From an optimization exercise on the open Yosys and OpenROAD flow, aimed at small area; shortcuts taken in it are not production practice. The RTL was checked by simulation tests, not by an equivalence proof against the original design. No activity file was given, so power comes from the tool's default toggle rates. No driver is modelled on the clock port, so clocking that relies on it looks cheaper here than on a real chip.

Design forearm_spi_bridge, start of the top module:
module forearm_spi_bridge (
  input  logic        iCLK,
  input  logic        arst_n_i,
  input  logic        sck_i,
  input  logic        ss_n_i,
  input  logic        mosi_i,
  input  logic [31:0] av_readdata_i,
  input  logic        av_waitrequest_i,
  output logic        miso_o,
  output logic [15:0] av_address_o,
  output logic [31:0] av_writedata_o,
  output logic        av_write_o,
  output logic        av_read_o
);
  logic [2:0] ph_q;
  always_ff @(posedge iCLK or negedge arst_n_i)
    if (!arst_n_i) ph_q <= '0;
    else           ph_q <= ph_q + 3'd1;
  logic [7:0] phd;             
  always_comb
    for (int k = 0; k < 8; k++) phd[k] = (ph_q == 3'(7 - k));
  logic sck_q, ss_q;
  always_ff @(posedge iCLK) sck_q <= sck_i;
  always_ff @(posedge iCLK or negedge arst_n_i)
    if (!arst_n_i) ss_q <= 1'b1;
    else           ss_q <= ss_n_i;
  logic active, rise, frame_end, ss_edge;
  assign active    = ~ss_n_i;
  assign rise      = active & sck_i & ~sck_q;
  assign frame_end = ss_n_i & ~ss_q;
  assign ss_edge   = ss_n_i ^ ss_q;
  logic [8:0] m_q;
  always_ff @(posedge iCLK) begin
    if (ss_edge)   m_q <= '0;
    else if (rise) m_q <= m_q + 9'd1;
  end
  logic        busy_q, req_q, valid_q, rxstep_q;
  logic [6:0]  e_q;
  logic [2:0]  gap_q;
  logic        is_rd, done, byte_in, last;
  logic [6:0]  e_nx;
  assign is_rd   = (e_q >= 7'd56);
  assign done    = req_q & ~av_waitrequest_i;
  assign byte_in = rise & (m_q[2:0] == 3'd7);
  assign last    = (e_q == 7'd76);
  always_comb begin
    e_nx = e_q + 7'd1;
    if (e_q == 7'd15) e_nx = 7'd20;
    if (e_q == 7'd49) e_nx = 7'd52;
  end
  always_ff @(posedge iCLK or negedge arst_n_i)
    if (!arst_n_i) begin
      busy_q   <= 1'b0;
      req_q    <= 1'b0;
      valid_q  <= 1'b0;
    end else begin
      if (done && is_rd) valid_q <= 1'b1;
      if (frame_end) begin
        busy_q <= 1'b1;
        req_q  <= 1'b0;
      end else if (busy_q) begin
        if (done) req_q <= 1'b0;
        else if (!req_q && gap_q == 3'd7) begin
          if (last) busy_q <= 1'b0;
  ...
Size: about 750 flip-flops, ~89 I/O pins, about 0.018 mm2 of cells after synthesis.
==> flow/config.mk <==
export PLATFORM = sky130hd
export DESIGN_NAME = forearm_spi_bridge
export DESIGN_NICKNAME = forearm_spi_bridge
export VERILOG_FILES = /design/flow/design.v
export SDC_FILE = /design/flow/constraint.sdc
export NUM_CORES = 4
export LEC_CHECK = 0
export CAP_MARGIN = 20
export CORE_MARGIN = 2
export CORE_UTILIZATION = 65
export PLACE_DENSITY = 0.75
export SLEW_MARGIN = 20
==> flow/constraint.sdc <==
create_clock -name core_clock -period 10.0 [get_ports {iCLK}]
set_input_delay 2.0000 -clock core_clock [delete_from_list [all_inputs] [get_ports {iCLK}]]
set_output_delay 2.0000 -clock core_clock [all_outputs]
set_load 0.01 [all_outputs]
standard.sh (not shown) runs the stock make flow with config.mk's settings and CLKGATE_MAP_FILE= SYNTH_SCRIPT=/design/flow/synth_recipe.tcl, a recipe that flattens the netlist after the stock synthesis.
==> flow/flow/run.sh <==
#!/bin/bash
# Standard ORFS layout with four changes:
#  - synthesis maps the logic with an area-oriented ABC script (flow/abc_map.script)
#    in place of ORFS's delay-oriented one; everything else in synthesis, and so
#    every register, is as in the standard synthesis
#  - clock tree: no dummy loads, leaf clusters of up to 30 sinks within 100 um
#    driven by clkbuf_16, clkbuf_8 above them
#  - port buffers: the smallest buffer cell instead of the default choice
#  - one tie cell drives all constant outputs' port buffers
set -euo pipefail
here=$(cd "$(dirname "$0")" && pwd)
rm -rf scripts_local
cp -r "$FLOW_HOME/scripts" scripts_local
cp "$here/abc_map.script" scripts_local/abc_speed.script
export SCRIPTS_DIR="$PWD/scripts_local"
export CTS_ARGS="-sink_clustering_enable -repair_clock_nets -dont_use_dummy_load -sink_clustering_size 30 -sink_clustering_max_diameter 100 -sink_clustering_buffer sky130_fd_sc_hd__clkbuf_16 -buf_list sky130_fd_sc_hd__clkbuf_8"
export BUFFER_PORTS_ARGS="-buffer_cell sky130_fd_sc_hd__buf_1"
export SKIP_REPAIR_TIE_FANOUT=1
bash standard.sh > standard.log 2>&1
==> flow/flow/abc_map.script <==
strash
dc2
dch
amap
topo
The first run finished clean.
Change:
==> flow/flow/abc_map.script (replaced) <==
strash
ifraig
dc2
dch
amap -m -F 2 -A 8 -C 1000
topo
The changed run passed the timing, DRC and antenna checks; setup slack gets better by 0.074 ns; core utilization rose by 0.13 points; combinational power fell by about 4.4%; clock skew fell by 0.011 ns; first-iteration DRC count rose by about 0.43%; final area barely changes; sequential power stays flat; cell count hardly moves; total power fell by about 0.7%; sequential share of layout area barely changes; critical path depth rose by 1.

[separate check: timing with driven ports]
The results above use ideal ports. As a check the final layouts listed here were re-extracted and re-timed, cells and wires unchanged. Step 1, drivers: a clkbuf_16 drives iCLK and a buf_2 each remaining input, both assumed. Step 2 times the ports against the registers' clock, not the clock port: input delays grow and output delays shrink by t, the midpoint of the rising clock arrivals with the driver on. a / b / c = ideal ports / drivers / drivers and shift; a / b = the first two.
run	t (ns)	slack for setup (ns)	worst hold slack (ns)	slew at the worst register clock pin (ns)
the first run	0.714	4.432 / 4.381 / 5.064	0.298 / 0.298 / 0.298	0.11 / 0.11
the second run	0.708	4.507 / 4.459 / 5.167	0.300 / 0.300 / 0.300	0.12 / 0.12
After both steps every run listed still meets setup and hold.
